Source: an optimization exercise on an open RTL-to-GDS flow (aim: small area, a short achievable clock period and few clock cycles per item). Production flows keep margins and buffers that such runs may drop. The RTL of this run was laid out without a check of its function. Power and IR drop assume default switching activity.

==> design/flow/design.v <==
package isa_pkg;
    localparam int XLEN = 32;
    localparam int REG_ID_W = 5;
    localparam int OPCODE_W = 7;
    localparam int FUNCT3_W = 3;
    localparam int FUNCT7_W = 7;
    localparam logic [FUNCT7_W - 1:0] FUNCT7_ALT = 7'b0100000;
    localparam logic [FUNCT3_W - 1:0] F3_BEQ = 3'b000;
    localparam logic [FUNCT3_W - 1:0] F3_BNE = 3'b001;
    typedef enum logic [OPCODE_W - 1:0] {
        OP     = 7'b0110011,
        OP_IMM = 7'b0010011,
        LUI    = 7'b0110111,
        BRANCH = 7'b1100011
    } opcode_e;
    typedef enum logic [FUNCT3_W - 1:0] {
        F3_ADD = 3'b000,
        F3_SLL = 3'b001,
        F3_SLT = 3'b010,
        F3_XOR = 3'b100,
        F3_SRL = 3'b101,
        F3_OR  = 3'b110,
        F3_AND = 3'b111
    } funct3_e;
    typedef enum logic [3:0] {
        ADD,
        SUB,
        AND,
        OR,
        XOR,
        SLT,
        SLL,
        SRL,
        PASS_B
    } alu_op_e;
    typedef enum logic [1:0] {
        NONE,
        EQ,
        NE
    } branch_e;
endpackage
package pipe_pkg;
    localparam int XLEN = 32;
    localparam int REG_ID_W = 5;
    typedef struct packed {
        logic cyc;
        logic stb;
        logic [XLEN - 1:0] adr;
    } wb_req_t;
    typedef struct packed {
        logic ack;
        logic [XLEN - 1:0] dat_r;
    } wb_rsp_t;
    typedef struct packed {
        logic [XLEN - 1:0] pc;
        logic [XLEN - 1:0] instr;
    } fetch_pack_t;
    typedef struct packed {
        logic [XLEN - 1:0] pc;
        logic [3:0] alu_op;
        logic [1:0] branch;
        logic [XLEN - 1:0] op_a;
        logic [XLEN - 1:0] op_b;
        logic [XLEN - 1:0] br_off;
        logic [REG_ID_W - 1:0] rd;
        logic we;
    } decode_pack_t;
    typedef struct packed {
        logic [XLEN - 1:0] pc;
        logic [REG_ID_W - 1:0] rd;
        logic we;
        logic is_branch;
        logic [XLEN - 1:0] value;
        logic [XLEN - 1:0] next_pc;
    } exec_pack_t;
    typedef struct packed {
        logic [XLEN - 1:0] pc;
        logic [REG_ID_W - 1:0] rd;
        logic [XLEN - 1:0] data;
    } retire_t;
endpackage
module core_top #(
    parameter logic [31:0] RESET_PC = '0
)(
    input  logic clk,
    input  logic arst_n,
    input  logic wb_ack_i,
    input  logic [31:0] wb_dat_i,
    output logic wb_cyc_o,
    output logic wb_stb_o,
    output logic [31:0] wb_adr_o,
    output logic retire_valid,
    output logic [31:0] retire_pc,
    output logic [4:0] retire_rd,
    output logic [31:0] retire_data
);
    logic        run;
    logic [31:0] fa;          
    logic        spec;        
    logic        ack;
    logic        kill;        
    logic        accept;      
    assign wb_cyc_o = run;
    assign wb_stb_o = run;
    assign wb_adr_o = fa;
    assign ack = run & wb_ack_i;
    logic        ex_new;      
    logic [31:0] ex_pc;
    logic [31:0] ex_a;
    logic [31:0] ex_b;
    logic        ex_beq;
    logic        ex_bne;
    logic        ex_wr;       
    logic [4:0]  ex_rd;
    logic        ex_sub;
    logic        ex_add, ex_slt, ex_xor, ex_or, ex_and, ex_sll, ex_srl, ex_pass;
    logic        eq;
    logic        taken;
    logic [31:0] pc4;
    assign eq = (ex_a == ex_b);
    assign taken = (ex_beq & eq) | (ex_bne & ~eq);
    assign pc4 = ex_pc + 32'd4;
    assign kill = spec & ~taken;
    assign accept = ack & ~kill;
    logic [31:0] sum;
    logic        slt;
    logic [31:0] alu;
    assign sum = ex_a + (ex_b ^ {32{ex_sub}}) + {31'b0, ex_sub};
    assign slt = (ex_a[31] ^ ex_b[31]) ? ex_a[31] : sum[31];
    assign alu = ({32{ex_add}} & sum)
               | ({32{ex_slt}} & {31'b0, slt})
               | ({32{ex_xor}} & (ex_a ^ ex_b))
               | ({32{ex_or}}  & (ex_a | ex_b))
               | ({32{ex_and}} & (ex_a & ex_b))
               | ({32{ex_sll}} & (ex_a << ex_b[4:0]))
               | ({32{ex_srl}} & (ex_a >> ex_b[4:0]))
               | ({32{ex_pass}} & ex_b);
    logic [31:0] regs [1:31];
    always_ff @(posedge clk) begin
        if (ex_new && ex_wr) begin
            regs[ex_rd] <= alu;
        end
    end
    logic [31:0] w;
    logic [6:0]  opc;
    logic [2:0]  f3;
    logic [6:0]  f7;
    logic [4:0]  rd, rs1, rs2;
    logic        is_op, is_opi, is_lui, is_br;
    logic        op_ok, opi_ok, we;
    logic [31:0] imm_i, imm_u;
    logic [12:0] imm_b;
    logic [31:0] rf1, rf2, a_val, b_val;
    logic [31:0] tgt;
    assign w = wb_dat_i;
    assign opc = w[6:0];
    assign f3 = w[14:12];
    assign f7 = w[31:25];
    assign rd = w[11:7];
    assign rs1 = w[19:15];
    assign rs2 = w[24:20];
    assign is_op  = (opc == 7'b0110011);
    assign is_opi = (opc == 7'b0010011);
    assign is_lui = (opc == 7'b0110111);
    assign is_br  = (opc == 7'b1100011) & (f3[2:1] == 2'b00);
    assign op_ok  = is_op & ((f7 == 7'h00) | ((f7 == 7'h20) & (f3 == 3'd0))) & (f3 != 3'd3);
    assign opi_ok = is_opi & (f3 != 3'd1) & (f3 != 3'd3) & (f3 != 3'd5);
    assign we = op_ok | opi_ok | is_lui;
    assign imm_i = {{20{w[31]}}, w[31:20]};
    assign imm_u = {w[31:12], 12'b0};
    assign imm_b = {w[31], w[7], w[30:25], w[11:8], 1'b0};
    logic [13:0] tgt_lo;
    logic [18:0] fa_hi_inc, fa_hi_dec;
    assign tgt_lo = {1'b0, fa[12:0]} + {1'b0, imm_b};
    assign fa_hi_inc = fa[31:13] + 19'd1;
    assign fa_hi_dec = fa[31:13] - 19'd1;
    assign tgt[12:0] = tgt_lo[12:0];
    assign tgt[31:13] = (tgt_lo[13] & ~imm_b[12]) ? fa_hi_inc
                      : (~tgt_lo[13] & imm_b[12]) ? fa_hi_dec
                      : fa[31:13];
    always_comb begin
        rf1 = '0;
        rf2 = '0;
        for (int r = 1; r < 32; r++) begin
            rf1 = rf1 | ({32{rs1 == 5'(r)}} & regs[r]);
            rf2 = rf2 | ({32{rs2 == 5'(r)}} & regs[r]);
        end
    end
    assign a_val = (ex_wr && ex_rd == rs1) ? alu : rf1;
    assign b_val = is_lui ? imm_u
                 : is_opi ? imm_i
                 : (ex_wr && ex_rd == rs2) ? alu : rf2;
    always_ff @(posedge clk or negedge arst_n) begin
        if (!arst_n) begin
            run <= 1'b0;
            fa <= RESET_PC;
            spec <= 1'b0;
            ex_new <= 1'b0;
        end else begin
            run <= 1'b1;
            ex_new <= accept;
            if (ack) begin
                spec <= accept & is_br;
                if (kill) begin
                    fa <= pc4;
                end else if (is_br) begin
                    fa <= tgt;
                end else begin
                    fa <= fa + 32'd4;
                end
            end
        end
    end
    always_ff @(posedge clk) begin
        if (accept) begin
            ex_pc <= fa;
            ex_a <= a_val;
            ex_b <= b_val;
            ex_beq <= is_br & ~f3[0];
            ex_bne <= is_br & f3[0];
            ex_wr <= we & (rd != 5'd0);
            ex_rd <= rd;
            ex_sub <= (is_op & f7[5]) | (f3 == 3'd2);
            ex_add <= ~is_lui & (f3 == 3'd0);
            ex_slt <= ~is_lui & (f3 == 3'd2);
            ex_xor <= ~is_lui & (f3 == 3'd4);
            ex_or  <= ~is_lui & (f3 == 3'd6);
            ex_and <= ~is_lui & (f3 == 3'd7);
            ex_sll <= ~is_lui & (f3 == 3'd1);
            ex_srl <= ~is_lui & (f3 == 3'd5);
            ex_pass <= is_lui;
        end
    end
    always_ff @(posedge clk or negedge arst_n) begin
        if (!arst_n) retire_valid <= 1'b0;
        else         retire_valid <= ex_new;
    end
    always_ff @(posedge clk) begin
        if (ex_new) begin
            retire_pc <= ex_pc;
            retire_rd <= ex_wr ? ex_rd : 5'd0;
            retire_data <= (ex_beq | ex_bne) ? (taken ? fa : pc4)
                         : (ex_wr ? alu : 32'd0);
        end
    end
endmodule
==> design/flow/run.sh <==
#!/bin/bash
# synth_recipe.tcl (not shown) runs the flow's synth.tcl, then flattens the netlist and writes it again
# the make line also repeats each setting of config.mk as NAME=value (left out here)
make -C /OpenROAD-flow-scripts/flow DESIGN_CONFIG=/design/flow/config.mk WORK_HOME=/design/flow/orfs CLKGATE_MAP_FILE= SYNTH_SCRIPT=/design/flow/synth_recipe.tcl finish
==> design/flow/config.mk <==
export PLATFORM = sky130hd
export DESIGN_NAME = core_top
export DESIGN_NICKNAME = core_top
export VERILOG_FILES = /design/flow/design.v
export SDC_FILE = /design/flow/constraint.sdc
export NUM_CORES = 4
export LEC_CHECK = 0
export CAP_MARGIN = 20
export CORE_MARGIN = 2
export CORE_UTILIZATION = 40
export SETUP_SLACK_MARGIN = 4.0
export SLEW_MARGIN = 20
export TNS_END_PERCENT = 10
==> design/flow/constraint.sdc <==
create_clock -name core_clock -period 8.0 [get_ports {clk}]
set_input_delay 1.6000 -clock core_clock [delete_from_list [all_inputs] [get_ports {clk}]]
set_output_delay 1.6000 -clock core_clock [all_outputs]
set_load 0.01 [all_outputs]
==> run_results.csv <==
group,metric,value,unit
synthesis,synth_edf_count,1174,
final_layout,final_cells,7449,
synthesis,async_reset_ff_share,2.98,%
synthesis,synthCells,4972,
worst_setup_path,required,8.65,ns
timing,rsz0062_at_grt,"yes",
route,vias,54700,
timing,slew_violations,0,
job,drv_cap,0,
worst_setup_path,cpPeakStageDelay,0.57,ns
floorplanning,io_pins,139,
final_layout,seq_area,0.0362,mm²
route,wire_per_inst,40.8,µm
worst_setup_path,cp_num_cells,18,
worst_setup_path,reg2reg_from,"ex_b[3]",
route,drt_iter0_drc,12500,
run_status,status,"no timing/DRC/antenna violations",
synthesis,ys_warn_count,1,
power,peakVddDrop,0.000172,V
global_routing,grt_first_pass_wirelength,409000,µm
worst_hold_path,hold_end,"retire_pc[31]",
clock_tree,cts_sinks,1210,
floorplanning,die_x,394,µm
route,routed_via_density,7.35,
timing,worst_slew_pin_slew,1.20,ns
worst_setup_path,path_common_cell,"a21o_1",
placement,placedCellCount,7011,
floorplanning,die_area,0.155,mm²
timing,hold_viol_final,0,
synthesis,yosys-top-cells-area,"edfxtp_1, a22oi_1, nand2_1",
route,ant_nets,0,
worst_setup_path,crit_family,"compound AO/OA/AOI/OAI gates",
clock_tree,cts_hold_buf,0,
clock_tree,insertion_delay,0.80,ns
placement,place_hpwl,182000,µm
floorplanning,core_region_area,0.150,mm²
final_layout,final_layout_size_suffix_gt1_share,17.9,%
worst_setup_path,reg2reg_slack,3.49,ns
worst_setup_path,cp_max_fo,7,
route,dr.pass1.iters,12,
placement,place_congestion,0.992,
clock_tree,clockRootBuffer,"clkbuf_16",
worst_setup_path,crit_slowest_cell,"clkdlybuf4s50_1",
clock_tree,numCtsBuffers,130,
synthesis,yosysUniqueCellTypes,94,
power,leakage,25.3,nW
timing,period_share,58.6,%
synthesis,avgSynthCellArea,12.2,µm²
power,p_per_area,222,mW/mm²
final_layout,fin_nets,5484,
worst_hold_path,holdPathStages,0,
timing,tns,0,ns
worst_setup_path,cp.arrival,5.34,ns
timing,setup_ws,3.31,ns
worst_setup_path,crit_path_start_kind,"primary input",
worst_hold_path,min_from,"ex_pc[31]",
clock_tree,clockBufferDepth,3,
timing,clock_skew,0.0726,ns
floorplanning,initial_utilization,40.4,%
placement,port_buffers,138,
route,wl,304000,µm
worst_setup_path,ff2ff_path_depth,10,
clock_tree,ctsHtreeMaxLevel,4,
synthesis,seq_area_frac_synth,59.5,%
timing,setup_viol,0,
route,route.detailed.drc,0,
worst_setup_path,r2r_end,"regs[4][15]",
global_routing,grt_pass1_vias,50600,
timing,clock.fmax,0.213,GHz
synthesis,synth_area,0.0607,mm²
synthesis,synth_largest_area_cell,"edfxtp_1",
synthesis,ys_ff_latch,1210,
floorplanning,rows,142,
synthesis,synth_top_area_share,58.1,%
final_layout,multi_input_area,0.0245,mm²
global_routing,antenna_found_initial,23,
worst_setup_path,cp.buffers_inverters,3,
clock_tree,clkTransAtPathRegs,0.06,ns
synthesis,synth_nets,5137,
timing,min_period,4.69,ns
placement,place_ws,1.20,ns
final_layout,num-fill-cells,13200,
timing,slew_headroom,19.8,%
power,p_total,0.0162,W
global_routing,track_usage,37.6,%
worst_hold_path,hp-class,"reg2reg",
clock_tree,cts_tree,"yes",
global_routing,grt-ovfl-total,0,
synthesis,synth_ff_type,"edfxtp_1",
worst_setup_path,crit_chain,"clkdlybuf4s50_1 > ha_1 > a21o_1 > o21ai_1 > nand2_1 > a21o_1 > ha_4 > inv_8 > buf_12 > ha_4 > a21o_1 > a21oi_2 > o21a_1 > o31ai_4 > o211a_1 > or4_1 > nand2_1 > o21ai_1",
global_routing,grt_max_degree,72,
floorplanning,die_h,394,µm
worst_setup_path,crit_type,"in2reg",
final_layout,syn_to_final_growth,20.4,%
worst_setup_path,end_kind,"register",
==> timing repair <==
action                                  4_1_cts  5_1_grt
endpoints found under the setup margin     1076      802
resized for setup                           208      127
pin swaps                                    86       41
setup buffers                               159       19
gates cloned                                  9        4
==> cell families after synthesis <==
kind of cell | count (synthesis) | share of synthesized area (%)
other | 1 | 0.00618
DFF | 1210 | 59.5
and+or+nand+nor | 1331 | 10.3
AOI/OAI and AO/OA | 1604 | 19.4
buffers and inverters | 452 | 2.97
adders and majority gates | 130 | 2.72
muxes | 125 | 3.37
xor gates and xnor gates | 119 | 1.72
==> flip-flops by register name, summed over array words and instances (netlist names), 5 cells and up <==
signal / flops
regs: 992
ex_a: 32
ex_b: 32
ex_pc: 32
fa: 32
retire_data: 32
retire_pc: 32
ex_rd: 5
retire_rd: 5
==> layer usage <==
| metal | vias up | wire length, µm | track usage (%) |
|---|---|---|---|
| li1 | 20700 | - | - |
| met1 | 26300 | 103000 | 47.0 |
| met2 | 6021 | 123000 | 53.3 |
| met3 | 1660 | 52600 | 16.6 |
| met4 | 24 | 25100 | 23.2 |
| met5 | - | 248 | 0.369 |
==> cells in the final DEF (no fill, tap or decap), drive strengths merged, types with 47 or more instances in the layout <==
master         synthesis  final
xnor2                 47     47
nand4                 78     78
a31oi                 47     47
o21ai                148    148
nor3                 117    117
inv                  117    121
a21oi                132    132
ha                   127    127
a222oi                59     59
edfxtp              1174   1174
a22oi                889    889
clkinv                 1     57
clkdlybuf4s50          0    123
and3                  58     58
nand3                150    150
mux4                  61     61
xor2                  72     72
nor2                 283    285
nor4                  55     55
nand2                449    449
clkbuf               257    156
buf                   77    403
==> report_power, final <==
group,internal (W),switching [W]
clock,0.00341,0.00269
sequential,0.00720,0.000206
combinational,0.00102,0.00167
total,0.0116,0.00457
==> cells in the mapped netlist, types with 13 or more instances <==
library cell  number
a2111oi_0         16
nand3_1          150
or3_1             14
and2_1            27
edfxtp_1        1174
dfrtp_1           36
a221oi_1          15
nand2b_1          21
mux2_2            20
nand2_1          448
a21oi_1          131
o31ai_1           13
o22ai_1           15
o21a_1            26
nor2b_1           16
mux4_2            61
a222oi_1          59
nor3_1           117
inv_1            115
a22o_1            22
mux2i_1           43
buf_2             30
nand4_1           78
xnor2_1           47
a21o_1            32
o21ai_0          141
a31oi_1           47
nor4_1            55
xor2_1            72
a221o_1           19
clkbuf_1         257
a22oi_1          889
and3_1            58
ha_1             127
nand3b_1          14
o211ai_1          39
buf_1             39
nor2_1           283
a211oi_1          18
==> cell type report <==
| cell class | count | area share (%) |
|---|---|---|
| flip-flops and latches | 1210 | 49.5 |
| multi-input cells | 3313 | 33.6 |
| repair buffers | 540 | 6.95 |
| clock buffers | 151 | 4.65 |
| well taps | 2016 | 3.45 |
| clock inverters | 84 | 1.17 |
| inverters | 118 | 0.650 |
| repair inverters | 6 | 0.0616 |
| diodes | 11 | 0.0377 |
==> worst max-delay path by stage <==
stage | startpoint | end | slack, ns
after global placement | wb_dat_i[8] | fa[31] | 1.27
after global routing | wb_dat_i[8] | fa[31] | 3.14
after detailed placement | wb_dat_i[8] | fa[30] | 1.20
after CTS | wb_dat_i[8] | fa[31] | 3.38
after floorplan | wb_dat_i[8] | fa[30] | 2.35
final | wb_dat_i[30] | fa[26] | 3.31
==> stage by stage <==
stage / cell area (µm²) / hold WS [ns] / util, %
3_5_place_dp: 65800 / 0.468 / 43.8
2_1_floorplan: 60900 / 0.445 / -
3_3_place_gp: 65800 / 0.470 / 43.7
5_1_grt: 73100 / 0.497 / 48.6
4_1_cts: 72400 / 0.484 / 48.2
6_report: 73100 / 0.486 / 48.6

-- port drivers added, routing unchanged --
In the flow no input, the clock included, has a driving cell. The finished layout below was timed again as built, in two steps.
Step 1 sets driving cells, clkbuf_16 on the clock port and buf_2 on the other inputs (assumed; they add their load-dependent delay and slew).
Step 2 moves the port delays by t, midway between the first and last clock arrival at a register: inputs arrive t later, outputs are due t later. That takes back most of the time a late clock gives input paths.
a / b / c = ideal / step 1 / step 2; a / b = the first two.
t, ns: 0.839
setup slack, ns: 3.314 / 3.267 / 2.428
pins driven straight from the clock port: 1
After both steps this run still meets setup and hold. For this run, drivers alone change the setup slack by -0.047 ns; drivers and shift together by -0.886 ns.
